Background: an optimization exercise with open tools, aiming at small area and a short achievable clock period. Do not read the settings as production practice.
No run shown here included a check of the RTL's function; only the layout flow was run.
Power is estimated from default activity; no workload was simulated.

`flow/run.sh`:
```
#!/bin/bash
# Layout flow: the standard synthesis and ORFS layout, with two changes to
# how the layout is made:
#  - ports are buffered with buf_2 instead of the delay cell buffer_ports picks;
#  - timing repair may change a cell's footprint and aims for a setup margin,
#    so the design is pushed below the clock period it must meet.
# Each step's full output goes to its own log in this folder (and ORFS keeps
# its per-stage logs under orfs/logs).
set -euo pipefail
MARGIN=${MARGIN:-8.5}
bash standard.sh synth > log_synth.txt 2>&1
export BUFFER_PORTS_ARGS="-buffer_cell sky130_fd_sc_hd__buf_2"
for step in floorplan place cts route finish; do
  bash standard.sh MATCH_CELL_FOOTPRINT=0 SETUP_SLACK_MARGIN=$MARGIN $step > log_$step.txt 2>&1
done
test -s out/final.def
```
`standard.sh`:
```
#!/bin/bash
# synth_recipe.tcl (not shown) runs the flow's synth.tcl, then flattens the netlist and writes it again
# the make line also repeats each setting of config.mk as NAME=value (left out here)
make -C /OpenROAD-flow-scripts/flow DESIGN_CONFIG=/design/flow/config.mk WORK_HOME=/design/flow/orfs CLKGATE_MAP_FILE= SYNTH_SCRIPT=/design/flow/synth_recipe.tcl "${@:-finish}"
```
`config.mk`:
```
export PLATFORM = sky130hd
export DESIGN_NAME = compressor_unit
export DESIGN_NICKNAME = compressor_unit
export VERILOG_FILES = /design/flow/design.v
export SDC_FILE = /design/flow/constraint.sdc
export NUM_CORES = 8
export LEC_CHECK = 0
export CAP_MARGIN = 20
export CORE_MARGIN = 2
export CORE_UTILIZATION = 40
export SLEW_MARGIN = 20
export SYNTH_HIERARCHICAL = 1
```
`constraint.sdc`:
```
create_clock -name core_clock -period 12.0 [get_ports {clock}]
set_input_delay 2.4000 -clock core_clock [delete_from_list [all_inputs] [get_ports {clock}]]
set_output_delay 2.4000 -clock core_clock [all_outputs]
set_load 0.01 [all_outputs]
```
`design.v`:
```
package cc_pkg;
    localparam int LINE_W     = 256;
    localparam int LINE_BYTES = LINE_W / 8;
    typedef logic [LINE_W-1:0] line_t;
    typedef enum logic [3:0] {
        ENC_ZEROS  = 4'd0,
        ENC_REP8   = 4'd1,
        ENC_B8D1   = 4'd2,
        ENC_B4D1   = 4'd3,
        ENC_B8D2   = 4'd4,
        ENC_B2D1   = 4'd5,
        ENC_B4D2   = 4'd6,
        ENC_B8D4   = 4'd7,
        ENC_UNCOMP = 4'd15
    } enc_e;
    localparam int B8D1_X = 8, B8D1_K = 1;
    localparam int B4D1_X = 4, B4D1_K = 1;
    localparam int B8D2_X = 8, B8D2_K = 2;
    localparam int B2D1_X = 2, B2D1_K = 1;
    localparam int B4D2_X = 4, B4D2_K = 2;
    localparam int B8D4_X = 8, B8D4_K = 4;
    localparam int B8D1_BITS = 96;
    localparam int B4D1_BITS = 96;
    localparam int B8D2_BITS = 128;
    localparam int B2D1_BITS = 144;
    localparam int B4D2_BITS = 160;
    localparam int B8D4_BITS = 192;
endpackage
import cc_pkg::*;
module bdi_sub #(
    parameter int N = 32
) (
    input  logic [N-1:0] a,
    input  logic [N-1:0] b,
    output logic [N-1:0] s,
    output logic [N:0]   c,
    output logic [N-1:0] p,
    output logic [N-1:0] g
);
    localparam int LV = $clog2(N);
    logic [LV:0][N-1:0] gg, pp;
    assign p = ~(a ^ b);
    assign g = a & ~b;
    assign gg[0][0] = a[0] | ~b[0];
    assign pp[0][0] = 1'b0;
    for (genvar j = 1; j < N; j++) begin : g_init
        assign gg[0][j] = g[j];
        assign pp[0][j] = p[j];
    end
    for (genvar l = 0; l < LV; l++) begin : g_lvl
        for (genvar j = 0; j < N; j++) begin : g_bit
            if (((j >> l) & 1) == 1) begin : g_cmb
                localparam int K = ((j >> l) << l) - 1;
                assign gg[l+1][j] = gg[l][j] | (pp[l][j] & gg[l][K]);
                assign pp[l+1][j] = pp[l][j] & pp[l][K];
            end else begin : g_pass
                assign gg[l+1][j] = gg[l][j];
                assign pp[l+1][j] = pp[l][j];
            end
        end
    end
    assign c[0] = 1'b1;
    for (genvar j = 0; j < N; j++) begin : g_out
        assign c[j+1] = gg[LV][j];
        assign s[j]   = p[j] ^ c[j];
    end
endmodule
module bdi_same #(
    parameter int L = 7,
    parameter int H = 15
) (
    input  logic [H:L] p,
    input  logic [H:L] g,
    output logic       zall,
    output logic       oall
);
    logic [H-1:L] zt, ot;
    for (genvar j = L; j < H; j++) begin : g_t
        assign zt[j] = ~(p[j+1] ^ (g[j] | p[j]));
        assign ot[j] = p[j+1] ^ g[j];
    end
    assign zall = &zt;
    assign oall = &ot;
endmodule
module bdi_step #(
    parameter int N   = 32,
    parameter bit INC = 1
) (
    input  logic [N-1:0] x,
    input  logic         en,
    output logic [N-1:0] y
);
    localparam int LV = $clog2(N);
    logic [N-1:0] t;
    logic [LV:0][N-1:0] pa;
    assign t = INC ? x : ~x;
    assign pa[0] = t;
    for (genvar l = 0; l < LV; l++) begin : g_lvl
        for (genvar j = 0; j < N; j++) begin : g_bit
            if (((j >> l) & 1) == 1) begin : g_cmb
                assign pa[l+1][j] = pa[l][j] & pa[l][((j >> l) << l) - 1];
            end else begin : g_pass
                assign pa[l+1][j] = pa[l][j];
            end
        end
    end
    assign y[0] = x[0] ^ en;
    for (genvar j = 1; j < N; j++) begin : g_b
        assign y[j] = x[j] ^ (en & pa[LV][j-1]);
    end
endmodule
module bdi_hi_near #(
    parameter int N = 32
) (
    input  logic [N-1:0] e_hi,
    input  logic [N-1:0] b_hi,
    output logic         x0,
    output logic         zt,
    output logic         ztp
);
    logic [N-1:0] x, y, yp;
    logic [N-1:1] t, tp;
    assign x  = ~(e_hi ^ b_hi);
    assign y  = e_hi | ~b_hi;
    assign yp = b_hi | ~e_hi;
    for (genvar j = 1; j < N; j++) begin : g_t
        assign t[j]  = ~(x[j] ^ y[j-1]);
        assign tp[j] = ~(x[j] ^ yp[j-1]);
    end
    assign x0  = x[0];
    assign zt  = &t;
    assign ztp = &tp;
endmodule
module bdi_hi_eq #(
    parameter int N = 32
) (
    input  logic [N-1:0] e_hi,
    input  logic [N-1:0] c0,
    input  logic [N-1:0] c1,
    output logic         eq0,
    output logic         eq1
);
    assign eq0 = (e_hi == c0);
    assign eq1 = (e_hi == c1);
endmodule
module bdi_front (
    input  logic [255:0] line,
    output logic [3:0]   enc,
    output logic [8:0]   sel,       
    output logic [95:0]  d8,        
    output logic [63:0]  d4,        
    output logic [63:0]  d2         
);
    logic [63:0] b8;
    logic [31:0] b4;
    logic [15:0] b2;
    assign b8 = line[63:0];
    assign b4 = line[31:0];
    assign b2 = line[15:0];
    logic [7:0]  k2_0, k2_1;
    bdi_step #(.N(8),  .INC(0)) u_k20 (.x(b2[15:8]),  .en(~b2[7]),  .y(k2_0));
    bdi_step #(.N(8),  .INC(1)) u_k21 (.x(b2[15:8]),  .en(b2[7]),   .y(k2_1));
    logic [3:0]  f8d1, f8d2, f8d4;
    logic [7:0]  f4d1, f4d2;
    logic [15:0] f2d1;
    logic [3:1]  z8;       
    assign f8d1[0] = 1'b1; assign f8d2[0] = 1'b1; assign f8d4[0] = 1'b1;
    assign f4d1[0] = 1'b1; assign f4d2[0] = 1'b1; assign f2d1[0] = 1'b1;
    for (genvar i = 1; i < 4; i++) begin : g8
        logic [63:0] e;
        logic [31:0] s, p, g;
        logic [32:0] c;
        logic        brw, hi, s7, s15, x0, zt, ztp, z7, o7, z15, o15;
        assign e = line[64*i +: 64];
        bdi_sub #(.N(32)) u_sub (.a(e[31:0]), .b(b8[31:0]), .s(s), .c(c), .p(p), .g(g));
        assign brw = ~((e[31] & b8[31]) | ((e[31] ^ b8[31]) & c[31]));
        bdi_hi_near #(.N(32)) u_hi (.e_hi(e[63:32]), .b_hi(b8[63:32]), .x0(x0), .zt(zt), .ztp(ztp));
        assign hi = (brw ^ b8[31]) ? (x0 & zt) : (b8[31] ? (~x0 & zt) : (~x0 & ztp));
        bdi_same #(.L(15), .H(31)) u_s15 (.p(p[31:15]), .g(g[31:15]), .zall(z15), .oall(o15));
        bdi_same #(.L(7),  .H(15)) u_s7  (.p(p[15:7]),  .g(g[15:7]),  .zall(z7),  .oall(o7));
        assign s15 = (c[15] ~^ p[15]) ? z15 : o15;
        assign s7  = (c[7] ~^ p[7]) ? z7 : o7;
        assign f8d4[i] = hi;
        assign f8d2[i] = hi & s15;
        assign f8d1[i] = hi & s15 & s7;
        assign f4d2[2*i] = s15;
        assign f4d1[2*i] = s15 & s7;
        assign f2d1[4*i] = s7;
        assign z8[i] = hi & (&p);
        assign d8[32*(i-1) +: 32] = s;
    end
    for (genvar i = 1; i < 8; i += 2) begin : g4
        logic [31:0] e;
        logic [15:0] s, p, g;
        logic [16:0] c;
        logic        brw, hi, s7, x0, zt, ztp, z7, o7;
        assign e = line[32*i +: 32];
        bdi_sub #(.N(16)) u_sub (.a(e[15:0]), .b(b4[15:0]), .s(s), .c(c), .p(p), .g(g));
        assign brw = ~((e[15] & b4[15]) | ((e[15] ^ b4[15]) & c[15]));
        bdi_hi_near #(.N(16)) u_hi (.e_hi(e[31:16]), .b_hi(b4[31:16]), .x0(x0), .zt(zt), .ztp(ztp));
        assign hi = (brw ^ b4[15]) ? (x0 & zt) : (b4[15] ? (~x0 & zt) : (~x0 & ztp));
        bdi_same #(.L(7), .H(15)) u_s7 (.p(p[15:7]), .g(g[15:7]), .zall(z7), .oall(o7));
        assign s7 = (c[7] ~^ p[7]) ? z7 : o7;
        assign f4d2[i] = hi;
        assign f4d1[i] = hi & s7;
        assign f2d1[2*i] = s7;
        assign d4[16*(i-1)/2 +: 16] = s;
    end
    for (genvar i = 1; i < 16; i += 2) begin : g2
        logic [15:0] e;
        logic [7:0]  s, p, g;
        logic [8:0]  c;
        logic        brw, eq0, eq1;
        assign e = line[16*i +: 16];
        bdi_sub #(.N(8)) u_sub (.a(e[7:0]), .b(b2[7:0]), .s(s), .c(c), .p(p), .g(g));
        assign brw = ~((e[7] & b2[7]) | ((e[7] ^ b2[7]) & c[7]));
        bdi_hi_eq #(.N(8)) u_hi (.e_hi(e[15:8]), .c0(k2_0), .c1(k2_1), .eq0(eq0), .eq1(eq1));
        assign f2d1[i] = brw ? eq1 : eq0;
        assign d2[8*(i-1)/2 +: 8] = s;
    end
    logic fit8d1, fit8d2, fit8d4, fit4d1, fit4d2, fit2d1, is_rep8, is_zero;
    assign fit8d1  = &f8d1;
    assign fit8d2  = &f8d2;
    assign fit8d4  = &f8d4;
    assign fit4d1  = &f4d1;
    assign fit4d2  = &f4d2;
    assign fit2d1  = &f2d1;
    assign is_rep8 = &z8;
    assign is_zero = is_rep8 & ~(|b8);
    logic s_rep8, s_8d1, s_4d1, s_8d2, s_2d1, s_4d2, s_8d4, s_unc;
    assign s_rep8 = is_rep8 & ~is_zero;
    assign s_8d1  = fit8d1 & ~is_rep8;
    assign s_4d1  = fit4d1 & ~fit8d1;
    assign s_8d2  = fit8d2 & ~fit8d1 & ~fit4d1;
    assign s_2d1  = fit2d1 & ~fit8d2 & ~fit4d1;
    assign s_4d2  = fit4d2 & ~fit4d1 & ~fit8d2 & ~fit2d1;
    assign s_8d4  = fit8d4 & ~fit4d2 & ~fit8d2 & ~fit2d1;
    assign s_unc  = ~fit8d4 & ~fit4d2 & ~fit2d1;
    assign enc[0] = s_rep8 | s_4d1 | s_2d1 | s_8d4 | s_unc;
    assign enc[1] = s_8d1 | s_4d1 | s_4d2 | s_8d4 | s_unc;
    assign enc[2] = s_8d2 | s_2d1 | s_4d2 | s_8d4 | s_unc;
    assign enc[3] = s_unc;
    assign sel = {s_2d1, s_4d1, s_4d2, s_8d1, s_8d2, s_8d4,
                  s_unc,
                  ~(s_4d1 | s_4d2 | s_2d1),
                  ~s_2d1};
endmodule
module bdi_payload (
    input  logic [255:0] line,
    input  logic [8:0]   sel,
    input  logic [95:0]  d8,
    input  logic [63:0]  d4,
    input  logic [63:0]  d2,
    output logic [255:0] payload
);
    logic s_8d4, s_8d2, s_8d1, s_4d2, s_4d1, s_2d1, k_hi, k_mid, k_lo;
    assign {s_2d1, s_4d1, s_4d2, s_8d1, s_8d2, s_8d4, k_hi, k_mid, k_lo} = sel;
    logic [3:0][31:0]  e8;
    logic [7:0][15:0]  e4;
    logic [15:0][7:0]  e2;
    assign e8[0] = '0;
    for (genvar i = 1; i < 4; i++) begin : g8
        assign e8[i] = d8[32*(i-1) +: 32];
    end
    assign e4[0] = '0;
    for (genvar i = 1; i < 8; i++) begin : g4
        if (i % 2 == 1) begin : g_odd
            assign e4[i] = d4[16*(i-1)/2 +: 16];
        end else begin : g_even
            assign e4[i] = e8[i/2][15:0];
        end
    end
    assign e2[0] = '0;
    for (genvar i = 1; i < 16; i++) begin : g2
        if (i % 2 == 1) begin : g_odd
            assign e2[i] = d2[8*(i-1)/2 +: 8];
        end else begin : g_even
            assign e2[i] = e4[i/2][7:0];
        end
    end
    logic [255:0] p8d1, p8d2, p8d4, p4d1, p4d2, p2d1;
    always_comb begin
        p8d1 = '0; p8d2 = '0; p8d4 = '0; p4d1 = '0; p4d2 = '0; p2d1 = '0;
        for (int i = 0; i < 4; i++) begin
            p8d1[64 + 8*i  +: 8]  = e8[i][7:0];
            p8d2[64 + 16*i +: 16] = e8[i][15:0];
            p8d4[64 + 32*i +: 32] = e8[i];
        end
        for (int i = 0; i < 8; i++) begin
            p4d1[32 + 8*i  +: 8]  = e4[i][7:0];
            p4d2[32 + 16*i +: 16] = e4[i];
        end
        for (int i = 0; i < 16; i++) begin
            p2d1[16 + 8*i +: 8] = e2[i];
        end
    end
    for (genvar j = 0; j < 256; j++) begin : g_bit
        logic keep;
        if (j < 16) begin : g_a
            assign keep = 1'b1;
        end else if (j < 32) begin : g_b
            assign keep = k_lo;
        end else if (j < 64) begin : g_c
            assign keep = k_mid;
        end else begin : g_d
            assign keep = k_hi;
        end
        assign payload[j] = (keep & line[j])
                          | (s_8d1 & p8d1[j]) | (s_8d2 & p8d2[j]) | (s_8d4 & p8d4[j])
                          | (s_4d1 & p4d1[j]) | (s_4d2 & p4d2[j]) | (s_2d1 & p2d1[j]);
    end
endmodule
import cc_pkg::*;
module compressor_unit
(
    input  logic              clock,
    input  logic              reset_n,
    input  logic [LINE_W-1:0] UnCompressedCache,
    output logic [LINE_W-1:0] CompressedCache,
    output logic [3:0]        Encoding,
    output logic [LINE_W-1:0] DeCompressedCache
);
    logic [3:0]    w_enc;
    logic [8:0]    w_sel;
    logic [95:0]   w_d8;
    logic [63:0]   w_d4;
    logic [63:0]   w_d2;
    cc_pkg::line_t r_line;
    logic [3:0]    r_enc;
    logic [8:0]    r_sel;
    logic [95:0]   r_d8;
    logic [63:0]   r_d4;
    logic [63:0]   r_d2;
    cc_pkg::line_t r_decomp;
    bdi_front u_front (
        .line (UnCompressedCache),
        .enc  (w_enc),
        .sel  (w_sel),
        .d8   (w_d8),
        .d4   (w_d4),
        .d2   (w_d2)
    );
    always_ff @(posedge clock or negedge reset_n) begin
        if (!reset_n) begin
            r_line   <= '0;
            r_enc    <= 4'd0;
            r_sel    <= '0;
            r_decomp <= '0;
        end else begin
            r_line   <= UnCompressedCache;
            r_enc    <= w_enc;
            r_sel    <= w_sel;
            r_decomp <= r_line;
        end
    end
    always_ff @(posedge clock) begin
        r_d8 <= w_d8;
        r_d4 <= w_d4;
        r_d2 <= w_d2;
    end
    bdi_payload u_payload (
        .line    (r_line),
        .sel     (r_sel),
        .d8      (r_d8),
        .d4      (r_d4),
        .d2      (r_d2),
        .payload (CompressedCache)
    );
    assign Encoding          = r_enc;
    assign DeCompressedCache = r_decomp;
endmodule
```
==> flow_metrics.env, run 1 <==
export IMPL_worstMarginPinSlew_ns=0.999
export IMPL_met1_usage_pct=49.2
export IMPL_synth_area_um2=45600
export IMPL_cpMostUsedCell="buf_4"
export IMPL_crit_buf_inv=23
export IMPL_required_ns=12.57
export IMPL_crit_fanout=9
export IMPL_path_delay_family="buffers and inverters"
export IMPL_place_inst=6615
export IMPL_grt_pass1_wl_um=309000
export IMPL_grt_use_met3_pct=9.39
export IMPL_hp_start="r_line[200]"
export IMPL_cts_sinks=749
export IMPL_power_density_nw_per_um2=124
export IMPL_rows=123
export IMPL_cts_tree="built"
export IMPL_fillCellCount=9719
export IMPL_clkLatencyLatePin_ns=0.71
export IMPL_r2r_cells=0
export IMPL_io_pins=774
export IMPL_placed_cell_area_um2=52300
export IMPL_dr_pass1_iters=10
export IMPL_worstHoldPathCells=0
export IMPL_clockBufferDepth=3
export IMPL_fin_area_um2=63700
export IMPL_yosys_warnings=8
export IMPL_drc_errors=0
export IMPL_finalCritPeriodShare_pct=46.3
export IMPL_numCtsBuffers=85
export IMPL_critPathKind="in -> reg"
export IMPL_busiest_layer="met2"
export IMPL_drv_slew=0
export IMPL_grt_max_degree=136
export IMPL_crit_slowest_cell="fa_2"
export IMPL_fmax_mhz=180
export IMPL_worst_slack_ns=6.44
export IMPL_dieArea_um2=117000
export IMPL_finalHoldViolCount=0
export IMPL_post_place_ws_ns=4.92
export IMPL_io_buffers=773
export IMPL_layoutNonFillerInstCount=7134
export IMPL_area_delta_synth_final_pct=39.6
export IMPL_finalWirelength_um=230000
export IMPL_area_sequential_um2=17600
export IMPL_critical_path_startpoint="UnCompressedCache[0]"
export IMPL_synth_nets=5251
export IMPL_grt_usage_pct=37.9
export IMPL_rsz0062_at_grt="true"
export IMPL_multi_input_area_um2=28100
export IMPL_drive_gt1_share_pct=35.5
export IMPL_syn_inst=4403
export IMPL_vdd_drop_max_mv=0.118
export IMPL_hpwlAfterDp_um=157000
export IMPL_die_w_um=342
export IMPL_timing_rr_start="r_line[172]"
export IMPL_initial_core_util_pct=40.5
export IMPL_vias=41400
export IMPL_setup_viol=0
export IMPL_antenna_found_initial=45
export IMPL_gp_congestion=0.990
export IMPL_initialDrtViolationCount=5104
export IMPL_grt_pass1_vias=39800
export IMPL_r2r_slack_ns=11.26
export IMPL_max_slew_margin_pct=33.4
export IMPL_hold_buffers=0
export IMPL_htree_levels=3
export IMPL_critPathMaxStageDelay_ns=0.37
export IMPL_setup_tns_ns=0
export IMPL_clk_pin_slew_ns=0.06
export IMPL_fin_crit_ns=5.56
export IMPL_cp_start_kind="input port"
export IMPL_r2r_end="r_decomp[172]"
export IMPL_viasPerCell=5.80
export IMPL_use_met2_pct=58.4
export IMPL_placeableCoreArea_um2=113000
export IMPL_status="complete, no violations"
export IMPL_hp_class="reg -> reg"
export IMPL_fin_nets=6395
export IMPL_min_to="r_decomp[200]"
export IMPL_cts_root_buf="clkbuf_16"
export IMPL_cp_end_kind="register"
export IMPL_skew_ns=0.0370
export IMPL_ant_nets=0
export IMPL_routedWlPerCell_um=32.2
export IMPL_avgSynthCellArea_um2=10.4
export IMPL_die_y_um=342
export IMPL_cap_violations=0
export IMPL_arrival_ns=6.13
export IMPL_grt_overflow=0
export IMPL_p_leak_nw=30.6
-- report_power, final --
part / switching (mW) / internal, mW
registers: 0.256 / 2.76
logic: 1.23 / 0.893
clock network: 1.17 / 1.60
-- cells in the final DEF, fill, tap and decap left out, drive strengths merged, types with 83 or more instances in the layout --
cell type and instances:
a22oi 128, and2 83, buf 1121, clkbuf 153, dfrtp 525, dfxtp 224, ha 535, inv 706
nand2 140, nand4 147, nor2 112, nor4 84, o21ai 93, xnor2 304, xor2 401
-- state kept, by name, summed over array words and instances, names as in the netlist --
register and flops:
r_enc 4, r_d8 96, r_sel 9, r_d2 64, r_d4 64, r_decomp 256, r_line 256
-- layer usage --
metal	wire length [um]	up-vias
met5	274	-
met4	14700	44
met3	24800	670
met2	102000	2625
met1	88500	20700
li1	-	17400
-- cell type report --
cell class                      count  area share [%]
Tap cell                         1500            2.95
Multi-Input combinational cell   2846            44.1
Clock buffer                      116            3.77
Timing Repair Buffer             1158            16.1
Inverter                          707            4.57
Sequential cell                   749            27.7
Clock inverter                     44           0.844
Antenna cell                       14          0.0550
-- per-stage QoR --
step                power [mW]  hold WS [ns]  utilization (%)
global route              8.14         0.374             56.5
global placement          4.76         0.349             46.3
CTS                       7.76         0.360             54.3
floorplan                 3.93         0.346                -
finish                    7.91         0.361             56.5
detailed placement        4.77         0.351             46.3
-- worst max path at each step --
stage                    end  slack (ns)  cells after the start
floorplan           r_sel[6]        6.46                     17
global placement    r_enc[0]        5.00                     18
detailed placement  r_enc[0]        4.92                     18
CTS                 r_enc[1]        6.51                     19
global route        r_enc[1]        6.33                     21
finish               r_d4[6]        6.44                     29
-- what timing repair did --
item	CTS	global route
setup endpoints to repair	938	753
cloned	45	8
pin swaps	221	197
setup buffers	210	82
gates resized for setup	720	345
==> inputs of run 2 (changes only) <==
--- a/design.v
+++ b/design.v
@@ -37,7 +37,7 @@
     output logic [N-1:0] p,
     output logic [N-1:0] g
 );
-    localparam int LV = $clog2(N);
+    localparam int LV = (N <= 2) ? 1 : (N <= 4) ? 2 : (N <= 8) ? 3 : (N <= 16) ? 4 : (N <= 32) ? 5 : 6;
     logic [LV:0][N-1:0] gg, pp;
     assign p = ~(a ^ b);
     assign g = a & ~b;
@@ -65,6 +65,36 @@
         assign s[j]   = p[j] ^ c[j];
     end
 endmodule
+module bdi_carry31 (
+    input  logic [30:0] a,
+    input  logic [30:0] b,
+    output logic        c7,
+    output logic        c15,
+    output logic        c31
+);
+    logic [30:0] g, t;
+    assign g = a & ~b;
+    assign t = a | ~b;
+    function automatic logic [1:0] grp(input logic [30:0] gv, input logic [30:0] tv,
+                                       input int lo, input int hi);
+        logic [1:0] r;
+        r = 2'b01;
+        for (int j = lo; j <= hi; j++) r = {gv[j] | (tv[j] & r[1]), tv[j] & r[0]};
+        grp = r;
+    endfunction
+    logic [1:0] g0, g1, g2, g3, g4, g5;
+    assign g0 = grp(g, t, 0, 6);      
+    assign g1 = grp(g, t, 7, 10);
+    assign g2 = grp(g, t, 11, 14);
+    assign g3 = grp(g, t, 15, 22);
+    assign g4 = grp(g, t, 23, 30);
+    assign c7  = g0[1] | g0[0];
+    logic [1:0] g12, g34;
+    assign g12 = {g2[1] | (g2[0] & g1[1]), g2[0] & g1[0]};
+    assign g34 = {g4[1] | (g4[0] & g3[1]), g4[0] & g3[0]};
+    assign c15 = g12[1] | (g12[0] & c7);
+    assign c31 = g34[1] | (g34[0] & g12[1]) | (g34[0] & g12[0] & c7);
+endmodule
 module bdi_same #(
     parameter int L = 7,
     parameter int H = 15
@@ -90,7 +120,7 @@
     input  logic         en,
     output logic [N-1:0] y
 );
-    localparam int LV = $clog2(N);
+    localparam int LV = (N <= 2) ? 1 : (N <= 4) ? 2 : (N <= 8) ? 3 : (N <= 16) ? 4 : (N <= 32) ? 5 : 6;
     logic [N-1:0] t;
     logic [LV:0][N-1:0] pa;
     assign t = INC ? x : ~x;
@@ -109,28 +139,6 @@
         assign y[j] = x[j] ^ (en & pa[LV][j-1]);
     end
 endmodule
-module bdi_hi_near #(
-    parameter int N = 32
-) (
-    input  logic [N-1:0] e_hi,
-    input  logic [N-1:0] b_hi,
-    output logic         x0,
-    output logic         zt,
-    output logic         ztp
-);
-    logic [N-1:0] x, y, yp;
-    logic [N-1:1] t, tp;
-    assign x  = ~(e_hi ^ b_hi);
-    assign y  = e_hi | ~b_hi;
-    assign yp = b_hi | ~e_hi;
-    for (genvar j = 1; j < N; j++) begin : g_t
-        assign t[j]  = ~(x[j] ^ y[j-1]);
-        assign tp[j] = ~(x[j] ^ yp[j-1]);
-    end
-    assign x0  = x[0];
-    assign zt  = &t;
-    assign ztp = &tp;
-endmodule
 module bdi_hi_eq #(
     parameter int N = 32
 ) (
@@ -157,7 +165,13 @@
     assign b8 = line[63:0];
     assign b4 = line[31:0];
     assign b2 = line[15:0];
+    logic [31:0] k8_0, k8_1;
+    logic [15:0] k4_0, k4_1;
     logic [7:0]  k2_0, k2_1;
+    bdi_step #(.N(32), .INC(0)) u_k80 (.x(b8[63:32]), .en(~b8[31]), .y(k8_0));
+    bdi_step #(.N(32), .INC(1)) u_k81 (.x(b8[63:32]), .en(b8[31]),  .y(k8_1));
+    bdi_step #(.N(16), .INC(0)) u_k40 (.x(b4[31:16]), .en(~b4[15]), .y(k4_0));
+    bdi_step #(.N(16), .INC(1)) u_k41 (.x(b4[31:16]), .en(b4[15]),  .y(k4_1));
     bdi_step #(.N(8),  .INC(0)) u_k20 (.x(b2[15:8]),  .en(~b2[7]),  .y(k2_0));
     bdi_step #(.N(8),  .INC(1)) u_k21 (.x(b2[15:8]),  .en(b2[7]),   .y(k2_1));
     logic [3:0]  f8d1, f8d2, f8d4;
@@ -170,16 +184,18 @@
         logic [63:0] e;
         logic [31:0] s, p, g;
         logic [32:0] c;
-        logic        brw, hi, s7, s15, x0, zt, ztp, z7, o7, z15, o15;
+        logic        brw, hi, s7, s15, eq0, eq1, z7, o7, z15, o15;
         assign e = line[64*i +: 64];
+        logic        c7, c15, c31;
         bdi_sub #(.N(32)) u_sub (.a(e[31:0]), .b(b8[31:0]), .s(s), .c(c), .p(p), .g(g));
-        assign brw = ~((e[31] & b8[31]) | ((e[31] ^ b8[31]) & c[31]));
-        bdi_hi_near #(.N(32)) u_hi (.e_hi(e[63:32]), .b_hi(b8[63:32]), .x0(x0), .zt(zt), .ztp(ztp));
-        assign hi = (brw ^ b8[31]) ? (x0 & zt) : (b8[31] ? (~x0 & zt) : (~x0 & ztp));
+        bdi_carry31 u_cry (.a(e[30:0]), .b(b8[30:0]), .c7(c7), .c15(c15), .c31(c31));
+        assign brw = ~((e[31] & b8[31]) | ((e[31] ^ b8[31]) & c31));
+        bdi_hi_eq #(.N(32)) u_hi (.e_hi(e[63:32]), .c0(k8_0), .c1(k8_1), .eq0(eq0), .eq1(eq1));
+        assign hi = brw ? eq1 : eq0;
         bdi_same #(.L(15), .H(31)) u_s15 (.p(p[31:15]), .g(g[31:15]), .zall(z15), .oall(o15));
         bdi_same #(.L(7),  .H(15)) u_s7  (.p(p[15:7]),  .g(g[15:7]),  .zall(z7),  .oall(o7));
-        assign s15 = (c[15] ~^ p[15]) ? z15 : o15;
-        assign s7  = (c[7] ~^ p[7]) ? z7 : o7;
+        assign s15 = (c15 ~^ p[15]) ? z15 : o15;
+        assign s7  = (c7 ~^ p[7]) ? z7 : o7;
         assign f8d4[i] = hi;
         assign f8d2[i] = hi & s15;
         assign f8d1[i] = hi & s15 & s7;
@@ -193,12 +209,12 @@
         logic [31:0] e;
         logic [15:0] s, p, g;
         logic [16:0] c;
-        logic        brw, hi, s7, x0, zt, ztp, z7, o7;
+        logic        brw, hi, s7, eq0, eq1, z7, o7;
         assign e = line[32*i +: 32];
         bdi_sub #(.N(16)) u_sub (.a(e[15:0]), .b(b4[15:0]), .s(s), .c(c), .p(p), .g(g));
         assign brw = ~((e[15] & b4[15]) | ((e[15] ^ b4[15]) & c[15]));
-        bdi_hi_near #(.N(16)) u_hi (.e_hi(e[31:16]), .b_hi(b4[31:16]), .x0(x0), .zt(zt), .ztp(ztp));
-        assign hi = (brw ^ b4[15]) ? (x0 & zt) : (b4[15] ? (~x0 & zt) : (~x0 & ztp));
+        bdi_hi_eq #(.N(16)) u_hi (.e_hi(e[31:16]), .c0(k4_0), .c1(k4_1), .eq0(eq0), .eq1(eq1));
+        assign hi = brw ? eq1 : eq0;
         bdi_same #(.L(7), .H(15)) u_s7 (.p(p[15:7]), .g(g[15:7]), .zall(z7), .oall(o7));
         assign s7 = (c[7] ~^ p[7]) ? z7 : o7;
         assign f4d2[i] = hi;
--- a/flow/run.sh
+++ b/flow/run.sh
@@ -7,7 +7,7 @@
 # Each step's full output goes to its own log in this folder (and ORFS keeps
 # its per-stage logs under orfs/logs).
 set -euo pipefail
-MARGIN=${MARGIN:-8.5}
+MARGIN=${MARGIN:-7.5}
 bash standard.sh synth > log_synth.txt 2>&1
 export BUFFER_PORTS_ARGS="-buffer_cell sky130_fd_sc_hd__buf_2"
 for step in floorplan place cts route finish; do
==> run 2 against run 1 <==
Critical path depth shrank 20; sequential power is essentially flat; total power shrank 4.2%; critical endpoint is now r_enc[1]; still clean on timing, DRC and antenna; critical path type unchanged; register-to-register slack lost 0.10 ns.
==> flow_metrics.env, run 2 <==
export IMPL_max_slew_margin_pct=17.5
export IMPL_power_density_nw_per_um2=129
export IMPL_clk_pin_slew_ns=0.06
export IMPL_ant_nets=0
export IMPL_antenna_found_initial=43
export IMPL_vdd_drop_max_mv=0.120
export IMPL_initial_core_util_pct=40.3
export IMPL_fin_nets=5874
export IMPL_drc_errors=0
export IMPL_r2r_end="r_decomp[110]"
export IMPL_grt_pass1_wl_um=314000
export IMPL_grt_overflow=0
export IMPL_placeableCoreArea_um2=109000
export IMPL_hp_class="reg -> reg"
export IMPL_status="complete, no violations"
export IMPL_cap_violations=0
export IMPL_hpwlAfterDp_um=156000
export IMPL_gp_congestion=0.966
export IMPL_layout_commonest_cell="buf_2"
export IMPL_worstMarginPinSlew_ns=1.24
export IMPL_vias=41900
export IMPL_worst_slack_ns=6.55
export IMPL_drv_slew=0
export IMPL_cp_end_kind="register"
export IMPL_routedWlPerCell_um=34.5
export IMPL_syn_inst=4274
export IMPL_numCtsBuffers=84
export IMPL_io_buffers=773
export IMPL_critical_path_startpoint="UnCompressedCache[25]"
export IMPL_skew_ns=0.0365
export IMPL_finalWirelength_um=235000
export IMPL_clkLatencyLatePin_ns=0.71
export IMPL_synth_area_um2=43800
export IMPL_grt_usage_pct=40.4
export IMPL_fin_crit_ns=5.45
export IMPL_setup_viol=0
export IMPL_fmax_mhz=184
export IMPL_cts_sinks=749
export IMPL_critPathKind="in -> reg"
export IMPL_io_pins=774
export IMPL_utilization_pct=54.1
export IMPL_synth_nets=4820
export IMPL_clockBufferDepth=3
export IMPL_cp_start_kind="input port"
export IMPL_yosys_warnings=9
export IMPL_dr_pass1_iters=9
export IMPL_rows=121
export IMPL_avgSynthCellArea_um2=10.3
export IMPL_rsz0062_at_grt="true"
export IMPL_htree_levels=3
export IMPL_area_delta_synth_final_pct=34.4
export IMPL_initialDrtViolationCount=5991
export IMPL_viasPerCell=6.14
export IMPL_finalCritPeriodShare_pct=45.4
export IMPL_r2r_cells=0
export IMPL_cts_tree="built"
export IMPL_grt_max_degree=153
export IMPL_placed_cell_area_um2=49400
export IMPL_final_cell_mix="buf_2, dfrtp_1, inv_1, xor2_1, xnor2_1"
export IMPL_required_ns=12.58
export IMPL_crit_fanout=20
export IMPL_setup_tns_ns=0
export IMPL_drive_gt1_share_pct=32.5
export IMPL_critPathCapture="r_enc[1]"
export IMPL_dieArea_um2=112000
export IMPL_arrival_ns=6.02
export IMPL_fin_area_um2=58900
export IMPL_die_y_um=335
export IMPL_r2r_slack_ns=11.16
export IMPL_post_place_ws_ns=5.15
export IMPL_reg_top3="r_decomp x256, r_line x256, r_d8 x96"
export IMPL_finalHoldViolCount=0
export IMPL_die_w_um=335
export IMPL_cts_root_buf="clkbuf_16"
export IMPL_p_leak_nw=27.2
export IMPL_grt_pass1_vias=39600
export IMPL_timing_rr_start="r_line[110]"
run 2: critical path: stages:
cell	delay (ns)
buf_2	0.08
buf_6	0.27
inv_1	0.09
ha_1	0.54
nand4_1	0.59
nor4_1	1.08
nand4_1	0.26
o21ai_0	0.47
a32oi_1	0.18
run 2: metal layers:
layer / global-route usage, % / vias to the layer above / wire (um) / part of all wire [%]
li1: - / 17200 / - / -
met1: 50.4 / 20600 / 87800 / 37
met2: 59.2 / 3208 / 99400 / 42
met3: 13.2 / 841 / 29200 / 12
met4: 27.4 / 20 / 19000 / 8.1
met5: 0 / - / 123 / 0.052
run 2: how the worst min path moves through the flow:
stage                     start             to  slack [ns]  cells past startpoint
CTS                 r_line[246]  r_decomp[246]        0.37                      0
detailed placement  r_line[246]  r_decomp[246]        0.35                      0
finish               r_line[20]   r_decomp[20]        0.37                      0
floorplan            r_line[16]   r_decomp[16]        0.35                      0
global route        r_line[225]  r_decomp[225]        0.38                      0
global placement    r_line[236]  r_decomp[236]        0.35                      0
run 2: cell type report:
| type | count | area, um2 |
|---|---|---|
| inverters | 492 | 1860 |
| clock inverters | 42 | 569 |
| well taps | 1414 | 1770 |
| multi-input cells | 2928 | 25600 |
| repair buffers | 1073 | 9030 |
| flip-flops and latches | 749 | 17600 |
| diodes | 17 | 42.5 |
| fillers | 9589 | 49900 |
| clock buffers | 115 | 2380 |
run 2: repair_timing:
action,4_1_cts,5_1_grt
hold buffers,0,0
pin swaps,200,133
endpoints found under the setup margin,282,258
gates cloned,61,9
gates resized for setup,528,316
setup buffers,133,49
run 2: through the flow:
stage	total power [mW]	hold WS (ns)	cells
final	7.58	0.373	6830
after floorplan	3.80	0.346	4274
after detailed placement	4.61	0.352	6404
after global routing	7.78	0.379	6813
after CTS	7.47	0.366	6755
after global placement	4.61	0.349	6404
run 2: report_power, final:
group | total, mW | internal, mW | switching [mW]
clock network | 2.76 | 1.62 | 1.14
registers | 3.04 | 2.76 | 0.280
logic | 1.77 | 0.676 | 1.10
total | 7.58 | 5.06 | 2.52
==> inputs of run 3 (changes only) <==
--- a/design.v
+++ b/design.v
@@ -82,7 +82,7 @@
         for (int j = lo; j <= hi; j++) r = {gv[j] | (tv[j] & r[1]), tv[j] & r[0]};
         grp = r;
     endfunction
-    logic [1:0] g0, g1, g2, g3, g4, g5;
+    logic [1:0] g0, g1, g2, g3, g4;
     assign g0 = grp(g, t, 0, 6);      
     assign g1 = grp(g, t, 7, 10);
     assign g2 = grp(g, t, 11, 14);
@@ -95,6 +95,52 @@
     assign c15 = g12[1] | (g12[0] & c7);
     assign c31 = g34[1] | (g34[0] & g12[1]) | (g34[0] & g12[0] & c7);
 endmodule
+module bdi_carry15 (
+    input  logic [14:0] a,
+    input  logic [14:0] b,
+    output logic        c7,
+    output logic        c15
+);
+    logic [14:0] g, t;
+    assign g = a & ~b;
+    assign t = a | ~b;
+    function automatic logic [1:0] grp(input logic [14:0] gv, input logic [14:0] tv,
+                                       input int lo, input int hi);
+        logic [1:0] r;
+        r = 2'b01;
+        for (int j = lo; j <= hi; j++) r = {gv[j] | (tv[j] & r[1]), tv[j] & r[0]};
+        grp = r;
+    endfunction
+    logic [1:0] g0, g1, g2, g12;
+    assign g0  = grp(g, t, 0, 6);
+    assign g1  = grp(g, t, 7, 10);
+    assign g2  = grp(g, t, 11, 14);
+    assign c7  = g0[1] | g0[0];
+    assign g12 = {g2[1] | (g2[0] & g1[1]), g2[0] & g1[0]};
+    assign c15 = g12[1] | (g12[0] & c7);
+endmodule
+module bdi_hi_near #(
+    parameter int N = 32
+) (
+    input  logic [N-1:0] e_hi,
+    input  logic [N-1:0] b_hi,
+    output logic         x0,
+    output logic         zt,
+    output logic         ztp
+);
+    logic [N-1:0] x, y, yp;
+    logic [N-1:1] t, tp;
+    assign x  = ~(e_hi ^ b_hi);
+    assign y  = e_hi | ~b_hi;
+    assign yp = b_hi | ~e_hi;
+    for (genvar j = 1; j < N; j++) begin : g_t
+        assign t[j]  = ~(x[j] ^ y[j-1]);
+        assign tp[j] = ~(x[j] ^ yp[j-1]);
+    end
+    assign x0  = x[0];
+    assign zt  = &t;
+    assign ztp = &tp;
+endmodule
 module bdi_same #(
     parameter int L = 7,
     parameter int H = 15
@@ -153,8 +199,7 @@
 endmodule
 module bdi_front (
     input  logic [255:0] line,
-    output logic [3:0]   enc,
-    output logic [8:0]   sel,       
+    output logic [7:0]   fit,       
     output logic [95:0]  d8,        
     output logic [63:0]  d4,        
     output logic [63:0]  d2         
@@ -165,11 +210,8 @@
     assign b8 = line[63:0];
     assign b4 = line[31:0];
     assign b2 = line[15:0];
-    logic [31:0] k8_0, k8_1;
     logic [15:0] k4_0, k4_1;
     logic [7:0]  k2_0, k2_1;
-    bdi_step #(.N(32), .INC(0)) u_k80 (.x(b8[63:32]), .en(~b8[31]), .y(k8_0));
-    bdi_step #(.N(32), .INC(1)) u_k81 (.x(b8[63:32]), .en(b8[31]),  .y(k8_1));
     bdi_step #(.N(16), .INC(0)) u_k40 (.x(b4[31:16]), .en(~b4[15]), .y(k4_0));
     bdi_step #(.N(16), .INC(1)) u_k41 (.x(b4[31:16]), .en(b4[15]),  .y(k4_1));
     bdi_step #(.N(8),  .INC(0)) u_k20 (.x(b2[15:8]),  .en(~b2[7]),  .y(k2_0));
@@ -184,14 +226,14 @@
         logic [63:0] e;
         logic [31:0] s, p, g;
         logic [32:0] c;
-        logic        brw, hi, s7, s15, eq0, eq1, z7, o7, z15, o15;
+        logic        brw, hi, s7, s15, x0, zt, ztp, z7, o7, z15, o15;
         assign e = line[64*i +: 64];
         logic        c7, c15, c31;
         bdi_sub #(.N(32)) u_sub (.a(e[31:0]), .b(b8[31:0]), .s(s), .c(c), .p(p), .g(g));
         bdi_carry31 u_cry (.a(e[30:0]), .b(b8[30:0]), .c7(c7), .c15(c15), .c31(c31));
         assign brw = ~((e[31] & b8[31]) | ((e[31] ^ b8[31]) & c31));
-        bdi_hi_eq #(.N(32)) u_hi (.e_hi(e[63:32]), .c0(k8_0), .c1(k8_1), .eq0(eq0), .eq1(eq1));
-        assign hi = brw ? eq1 : eq0;
+        bdi_hi_near #(.N(32)) u_hi (.e_hi(e[63:32]), .b_hi(b8[63:32]), .x0(x0), .zt(zt), .ztp(ztp));
+        assign hi = (brw ^ b8[31]) ? (x0 & zt) : (b8[31] ? (~x0 & zt) : (~x0 & ztp));
         bdi_same #(.L(15), .H(31)) u_s15 (.p(p[31:15]), .g(g[31:15]), .zall(z15), .oall(o15));
         bdi_same #(.L(7),  .H(15)) u_s7  (.p(p[15:7]),  .g(g[15:7]),  .zall(z7),  .oall(o7));
         assign s15 = (c15 ~^ p[15]) ? z15 : o15;
@@ -211,12 +253,14 @@
         logic [16:0] c;
         logic        brw, hi, s7, eq0, eq1, z7, o7;
         assign e = line[32*i +: 32];
+        logic        c7, c15;
         bdi_sub #(.N(16)) u_sub (.a(e[15:0]), .b(b4[15:0]), .s(s), .c(c), .p(p), .g(g));
-        assign brw = ~((e[15] & b4[15]) | ((e[15] ^ b4[15]) & c[15]));
+        bdi_carry15 u_cry (.a(e[14:0]), .b(b4[14:0]), .c7(c7), .c15(c15));
+        assign brw = ~((e[15] & b4[15]) | ((e[15] ^ b4[15]) & c15));
         bdi_hi_eq #(.N(16)) u_hi (.e_hi(e[31:16]), .c0(k4_0), .c1(k4_1), .eq0(eq0), .eq1(eq1));
         assign hi = brw ? eq1 : eq0;
         bdi_same #(.L(7), .H(15)) u_s7 (.p(p[15:7]), .g(g[15:7]), .zall(z7), .oall(o7));
-        assign s7 = (c[7] ~^ p[7]) ? z7 : o7;
+        assign s7 = (c7 ~^ p[7]) ? z7 : o7;
         assign f4d2[i] = hi;
         assign f4d1[i] = hi & s7;
         assign f2d1[2*i] = s7;
@@ -243,6 +287,15 @@
     assign fit2d1  = &f2d1;
     assign is_rep8 = &z8;
     assign is_zero = is_rep8 & ~(|b8);
+    assign fit = {is_zero, is_rep8, fit8d1, fit4d1, fit8d2, fit2d1, fit4d2, fit8d4};
+endmodule
+module bdi_decide (
+    input  logic [7:0] nfit,      
+    output logic [3:0] enc,
+    output logic [8:0] sel        
+);
+    logic is_zero, is_rep8, fit8d1, fit4d1, fit8d2, fit2d1, fit4d2, fit8d4;
+    assign {is_zero, is_rep8, fit8d1, fit4d1, fit8d2, fit2d1, fit4d2, fit8d4} = ~nfit;
     logic s_rep8, s_8d1, s_4d1, s_8d2, s_2d1, s_4d2, s_8d4, s_unc;
     assign s_rep8 = is_rep8 & ~is_zero;
     assign s_8d1  = fit8d1 & ~is_rep8;
@@ -336,22 +389,21 @@
     output logic [3:0]        Encoding,
     output logic [LINE_W-1:0] DeCompressedCache
 );
+    logic [7:0]    w_fit;
     logic [3:0]    w_enc;
     logic [8:0]    w_sel;
     logic [95:0]   w_d8;
     logic [63:0]   w_d4;
     logic [63:0]   w_d2;
     cc_pkg::line_t r_line;
-    logic [3:0]    r_enc;
-    logic [8:0]    r_sel;
+    logic [7:0]    r_nfit;    
     logic [95:0]   r_d8;
     logic [63:0]   r_d4;
     logic [63:0]   r_d2;
     cc_pkg::line_t r_decomp;
     bdi_front u_front (
         .line (UnCompressedCache),
-        .enc  (w_enc),
-        .sel  (w_sel),
+        .fit  (w_fit),
         .d8   (w_d8),
         .d4   (w_d4),
         .d2   (w_d2)
@@ -359,13 +411,11 @@
     always_ff @(posedge clock or negedge reset_n) begin
         if (!reset_n) begin
             r_line   <= '0;
-            r_enc    <= 4'd0;
-            r_sel    <= '0;
+            r_nfit   <= '0;      
             r_decomp <= '0;
         end else begin
             r_line   <= UnCompressedCache;
-            r_enc    <= w_enc;
-            r_sel    <= w_sel;
+            r_nfit   <= ~w_fit;
             r_decomp <= r_line;
         end
     end
@@ -374,14 +424,19 @@
         r_d4 <= w_d4;
         r_d2 <= w_d2;
     end
+    bdi_decide u_decide (
+        .nfit (r_nfit),
+        .enc  (w_enc),
+        .sel  (w_sel)
+    );
     bdi_payload u_payload (
         .line    (r_line),
-        .sel     (r_sel),
+        .sel     (w_sel),
         .d8      (r_d8),
         .d4      (r_d4),
         .d2      (r_d2),
         .payload (CompressedCache)
     );
-    assign Encoding          = r_enc;
+    assign Encoding          = w_enc;
     assign DeCompressedCache = r_decomp;
 endmodule
--- a/config.mk
+++ b/config.mk
@@ -8,5 +8,8 @@
 export CAP_MARGIN = 20
 export CORE_MARGIN = 2
 export CORE_UTILIZATION = 40
+export CTS_BUF_LIST = sky130_fd_sc_hd__clkbuf_8 sky130_fd_sc_hd__clkbuf_16
+export CTS_CLUSTER_DIAMETER = 60
+export CTS_CLUSTER_SIZE = 20
 export SLEW_MARGIN = 20
 export SYNTH_HIERARCHICAL = 1
==> run 3 against run 2 <==
Critical path depth fell by 3; flip-flop and latch count fell by 5; total power is 1.3% higher; combinational power up 14%; global-route usage fell by 1.6 points; core utilization shrank 0.26 points; sequential share of layout area down 2.3 points; still clean on timing, DRC and antenna; clock power down 5%; wire length rose by 5.0%.
==> flow_metrics.env, run 3 <==
export IMPL_status="complete, no violations"
export IMPL_cts_root_buf="clkbuf_16"
export IMPL_worst_slack_ns=6.70
export IMPL_finalCritPeriodShare_pct=44.1
export IMPL_syn_inst=4718
export IMPL_placed_cell_area_um2=53100
export IMPL_clkLatencyLatePin_ns=0.70
export IMPL_die_w_um=347
export IMPL_final_cell_mix="inv_1, buf_2, dfrtp_1, xnor2_1, ha_1"
export IMPL_viasPerCell=6.00
export IMPL_cts_sinks=744
export IMPL_arrival_ns=2.90
export IMPL_rsz0062_at_grt="true"
export IMPL_place_inst=6961
export IMPL_htree_levels=3
export IMPL_finalHoldViolCount=0
export IMPL_pwr_share_clk_pct=34.1
export IMPL_antenna_found_initial=42
export IMPL_crit_fanout=6
export IMPL_initialDrtViolationCount=6194
export IMPL_routedWlPerCell_um=33.3
export IMPL_fin_nets=6541
export IMPL_ant_nets=0
export IMPL_grt_usage_pct=38.8
export IMPL_area_delta_synth_final_pct=34.3
export IMPL_io_buffers=773
export IMPL_fin_crit_ns=5.30
export IMPL_post_place_ws_ns=5.42
export IMPL_setup_tns_ns=0
export IMPL_synth_nets=5448
export IMPL_grt_pass1_wl_um=329000
export IMPL_utilization_pct=53.9
export IMPL_hold_slack_ns=0.362
export IMPL_layout_commonest_cell="inv_1"
export IMPL_drc_errors=0
export IMPL_worstMarginPinSlew_ns=0.938
export IMPL_die_y_um=347
export IMPL_gp_congestion=0.975
export IMPL_critPathKind="reg -> out"
export IMPL_layoutNonFillerInstCount=7420
export IMPL_grt_overflow=0
export IMPL_dieArea_um2=121000
export IMPL_hp_class="reg -> reg"
export IMPL_finalWirelength_um=247000
export IMPL_fillCellCount=10400
export IMPL_cap_violations=0
export IMPL_synth_area_um2=47200
export IMPL_required_ns=9.60
export IMPL_placeableCoreArea_um2=118000
export IMPL_vdd_drop_max_mv=0.116
export IMPL_setup_viol=0
export IMPL_multi_input_area_um2=28300
export IMPL_comb_power_share_pct=26.4
export IMPL_yosys_warnings=10
export IMPL_clockBufferDepth=3
export IMPL_io_pins=774
export IMPL_rows=126
export IMPL_switchingPower_mw=2.81
export IMPL_numCtsBuffers=74
export IMPL_switching_share_pct=36.6
export IMPL_fin_area_um2=63400
export IMPL_drive_gt1_share_pct=30.8
export IMPL_initial_core_util_pct=40.1
export IMPL_fmax_mhz=189
export IMPL_clk_pin_slew_ns=0.08
export IMPL_cts_tree="built"
export IMPL_hpwlAfterDp_um=160000
export IMPL_reg_top3="r_decomp x256, r_line x256, r_d8 x96"
export IMPL_finalPower_mw=7.68
export IMPL_internal_power_mw=4.87
export IMPL_vias=44500
export IMPL_p_seq_share_pct=39.5
export IMPL_power_density_nw_per_um2=121
export IMPL_avgSynthCellArea_um2=10.0
export IMPL_grt_pass1_vias=41500
export IMPL_cp_start_kind="register"
export IMPL_cp_end_kind="output pin"
export IMPL_max_slew_margin_pct=37.5
export IMPL_drv_slew=0
export IMPL_p_leak_nw=29.9
export IMPL_skew_ns=0.0279
export IMPL_area_sequential_um2=17500
export IMPL_grt_max_degree=148
export IMPL_dr_pass1_iters=8
## run 3: power groups by stage
stage               Combinational [mW]  Sequential, mW  Clock (mW)
detailed placement                1.74            3.04           0
global placement                  1.73            3.04           0
floorplan                         1.03            2.89           0
global route                      2.13            3.02        2.73
CTS                               1.87            3.00        2.63
finish                            2.02            3.03        2.62
## run 3: per-layer routing
metal / vias to the layer above / GRT usage [%] / wire, um
met2: 3115 / 58.0 / 105000
li1: 18600 / - / -
met4: 30 / 23.6 / 18600
met1: 22000 / 50.3 / 93500
met3: 854 / 10.1 / 29800
met5: - / 0 / 185
## run 3: worst paths after layout
| kind | start | end | slack [ns] | depth (start not counted) |
|---|---|---|---|---|
| max in group asynchronous | reset_n | r_decomp[129] | 8.17 | 3 |
| worst max-delay path | r_nfit[2] | CompressedCache[126] | 6.70 | 6 |
| min in group asynchronous | reset_n | r_decomp[249] | 1.65 | 1 |
| worst max register to register | r_line[176] | r_decomp[176] | 11.25 | 0 |
| worst min register to register | r_line[220] | r_decomp[220] | 0.36 | 0 |
| worst min-delay path | r_line[220] | r_decomp[220] | 0.36 | 0 |
## run 3: critical path, stage by stage (launching register included)
cell and delay [ns]:
dfrtp_2 0.44, buf_6 0.13, and4b_4 0.25, buf_8 0.15, a222oi_1 0.73, nand2_2 0.29, buf_6 0.22
## run 3: cell type report
type	instances	area share, %
Antenna cell	11	0.0434
Clock buffer	76	3.00
Clock inverter	62	1.29
Inverter	745	4.54
Multi-Input combinational cell	3124	44.7
Sequential cell	744	27.6
Tap cell	1536	3.03
Timing Repair Buffer	1106	15.3
Timing Repair inverter	16	0.525
## run 3: repair_timing
item	in CTS	in global routing
setup buffers	157	80
setup endpoints to repair	317	267
cloned	56	17
hold buffers	0	0
resized for setup	472	523
pin swaps	105	205
==> inputs of run 4 (changes only) <==
==> flow/run.sh (replaced) <==
#!/bin/bash
# Layout flow: the standard synthesis and ORFS layout, with these changes to
# how the layout is made:
#  - the clock tree gets no dummy balancing loads;
#  - ports are buffered with buf_2 instead of the delay cell buffer_ports picks;
#  - timing repair may change a cell's footprint and aims for a setup margin,
#    so the design is pushed below the clock period it must meet.
# Each step's full output goes to its own log in this folder (and ORFS keeps
# its per-stage logs under orfs/logs).
set -euo pipefail
MARGIN=${MARGIN:-6.8}
bash standard.sh synth > log_synth.txt 2>&1
export BUFFER_PORTS_ARGS="-buffer_cell sky130_fd_sc_hd__buf_2"
# clock tree without the dummy loads CTS adds for balancing
export CTS_ARGS="-sink_clustering_enable -repair_clock_nets -dont_use_dummy_load -sink_clustering_size 20 -sink_clustering_max_diameter 60 -buf_list {sky130_fd_sc_hd__clkbuf_8 sky130_fd_sc_hd__clkbuf_16}"
for step in floorplan place cts route finish; do
  bash standard.sh MATCH_CELL_FOOTPRINT=0 SETUP_SLACK_MARGIN=$MARGIN $step > log_$step.txt 2>&1
done
test -s out/final.def
==> run 4 against run 3 <==
Register-to-register slack about the same; die area did not move; synthesized cell count is the same; setup slack got worse by 0.016 ns; final cell count down 4.5%; via count decreased by 7.0%; largest cell class unchanged; highest routed layer unchanged.
==> flow_metrics.env, run 4 <==
export IMPL_required_ns=9.60
export IMPL_reg_top3="r_decomp x256, r_line x256, r_d8 x96"
export IMPL_worstMarginPinSlew_ns=1.13
export IMPL_skew_ns=0.0569
export IMPL_drv_slew=0
export IMPL_syn_inst=4718
export IMPL_critPathKind="reg -> out"
export IMPL_final_cell_mix="buf_2, inv_1, dfrtp_1, xnor2_1, ha_1"
export IMPL_cts_root_buf="clkbuf_16"
export IMPL_finalWirelength_um=220000
export IMPL_avgSynthCellArea_um2=10.0
export IMPL_grt_pass1_vias=39500
export IMPL_synth_nets=5448
export IMPL_gp_congestion=0.997
export IMPL_finalCritPeriodShare_pct=44.3
export IMPL_htree_levels=3
export IMPL_numCtsBuffers=74
export IMPL_vdd_drop_max_mv=0.0953
export IMPL_rsz0062_at_grt="true"
export IMPL_clkLatencyLatePin_ns=0.70
export IMPL_grt_overflow=0
export IMPL_fin_nets=6279
export IMPL_hp_class="reg -> reg"
export IMPL_rows=126
export IMPL_ant_nets=0
export IMPL_vias=41400
export IMPL_dr_pass1_iters=10
export IMPL_fmax_mhz=188
export IMPL_cp_end_kind="output pin"
export IMPL_drive_gt1_share_pct=21.6
export IMPL_timing_rr_start="r_line[176]"
export IMPL_setup_tns_ns=0
export IMPL_grt_usage_pct=35.3
export IMPL_fillCellCount=11300
export IMPL_placeableCoreArea_um2=118000
export IMPL_grt_pass1_wl_um=302000
export IMPL_critPathCapture="CompressedCache[104]"
export IMPL_yosys_warnings=10
export IMPL_cp_start_kind="register"
export IMPL_io_pins=774
export IMPL_r2r_slack_ns=11.24
export IMPL_crit_fanout=48
export IMPL_dieArea_um2=121000
export IMPL_grt_max_degree=162
export IMPL_r2r_end="r_decomp[176]"
export IMPL_drc_errors=0
export IMPL_die_w_um=347
export IMPL_power_density_nw_per_um2=122
export IMPL_critical_path_startpoint="r_nfit[4]"
export IMPL_arrival_ns=2.91
export IMPL_die_y_um=347
export IMPL_initial_core_util_pct=40.1
export IMPL_status="complete, no violations"
export IMPL_cts_tree="built"
export IMPL_initialDrtViolationCount=5261
export IMPL_fin_crit_ns=5.31
export IMPL_p_leak_nw=26.9
export IMPL_cap_violations=0
export IMPL_setup_viol=0
export IMPL_finalHoldViolCount=0
export IMPL_hpwlAfterDp_um=161000
export IMPL_r2r_cells=0
export IMPL_synth_area_um2=47200
export IMPL_max_slew_margin_pct=24.8
export IMPL_io_buffers=773
export IMPL_utilization_pct=47.4
export IMPL_viasPerCell=5.84
export IMPL_area_delta_synth_final_pct=18.0
export IMPL_antenna_found_initial=38
export IMPL_routedWlPerCell_um=31.1
export IMPL_layout_commonest_cell="buf_2"
export IMPL_cts_sinks=744
export IMPL_hold_buffers=0
export IMPL_clockBufferDepth=3
export IMPL_clk_pin_slew_ns=0.06
run 4: area by class of cell:
class	count	area, um2	share of cell area, %
antenna	4	10.0	0.0180
timing repair buffer	860	4950	8.88
multi-input combinational	3122	26600	47.8
timing repair inverter	2	20.0	0.0359
clock buffer	74	1850	3.32
sequential	744	17500	31.4
inverter	745	2850	5.11
tap	1536	1920	3.45
run 4: worst min path at each step:
stage / start / endpoint / slack, ns / depth (start not counted)
2_1_floorplan: r_line[16] / r_decomp[16] / 0.35 / 0
5_1_grt: r_line[184] / r_decomp[184] / 0.35 / 0
3_5_place_dp: r_line[18] / r_decomp[18] / 0.35 / 0
6_report: r_line[204] / r_decomp[204] / 0.33 / 0
3_3_place_gp: r_line[221] / r_decomp[221] / 0.35 / 0
4_1_cts: r_line[204] / r_decomp[204] / 0.33 / 0
run 4: what timing repair did:
action                                  CTS  global route
gates cloned                             11             2
pin swaps                                21            11
buffers inserted                         27            14
hold endpoints to repair                  0             0
resized for setup                        97            35
endpoints found under the setup margin  203            31
run 4: routing by layer:
metal | GRT usage (%) | vias to the layer above | wire length, um
met1 | 46.2 | 20500 | 87300
li1 | - | 17900 | -
met3 | 8.41 | 599 | 22500
met2 | 54.3 | 2377 | 96600
met5 | 0 | - | 239
met4 | 18.2 | 40 | 13400
run 4: power breakdown:
group          total [mW]  leakage [nW]  switching, mW  internal [mW]
Combinational        1.79          18.0           1.12          0.669
Sequential           3.01          7.92          0.265           2.74
Clock                2.02         0.912          0.940           1.08
Total                6.82          26.9           2.33           4.49
run 4: critical path, stage by stage (launching register included):
cell      delay (ns)
dfrtp_2         0.46
buf_4           0.15
nand3b_1        0.13
inv_1           0.06
buf_4           0.31
o21ai_0         0.83
nand2_1         0.12
buf_2           0.21
run 4: stage by stage:
stage / worst slack (ns) / hold WS [ns] / power [mW] / std cells / area [um2]
2_1_floorplan: 6.62 / 0.346 / 3.91 / 4718 / 47200
3_3_place_gp: 5.65 / 0.349 / 4.76 / 6955 / 52700
3_5_place_dp: 5.56 / 0.353 / 4.77 / 6955 / 52700
4_1_cts: 6.79 / 0.330 / 6.79 / 7067 / 55400
5_1_grt: 6.64 / 0.348 / 7.06 / 7084 / 55700
6_report: 6.69 / 0.326 / 6.82 / 7087 / 55700

-- port drivers added, routing unchanged --
How much do the figures lean on ideal ports? The routed layouts below were timed once more, with nothing changed but the port constraints. Step 1 (the two cells are an assumption about what drives the block):
set clk [get_ports {clock}]
set_driving_cell -lib_cell sky130_fd_sc_hd__clkbuf_16 $clk
set_driving_cell -lib_cell sky130_fd_sc_hd__buf_2 [delete_from_list [all_inputs] $clk]
Step 2 also shifts input and output timing later by t, the mid clock arrival at the registers, as if the neighbouring blocks saw the same clock. Three values: ideal, step 1, step 2; two values: the first two.
run | t (ns) | slack for setup (ns) | worst register clock-pin slew, ns
run 1 | 0.770 | 6.441 / 6.455 / 5.685 | 0.07 / 0.07
run 2 | 0.780 | 6.553 / 6.599 / 5.819 | 0.07 / 0.07
run 3 | 0.762 | 6.704 / 6.623 / 6.042 | 0.09 / 0.09
run 4 | 0.719 | 6.689 / 6.609 / 6.059 | 0.08 / 0.08
After both steps setup and hold are still met in every run listed. For run 1, which loses most, drivers alone change the setup slack by +0.014 ns; drivers and shift together by -0.756 ns.
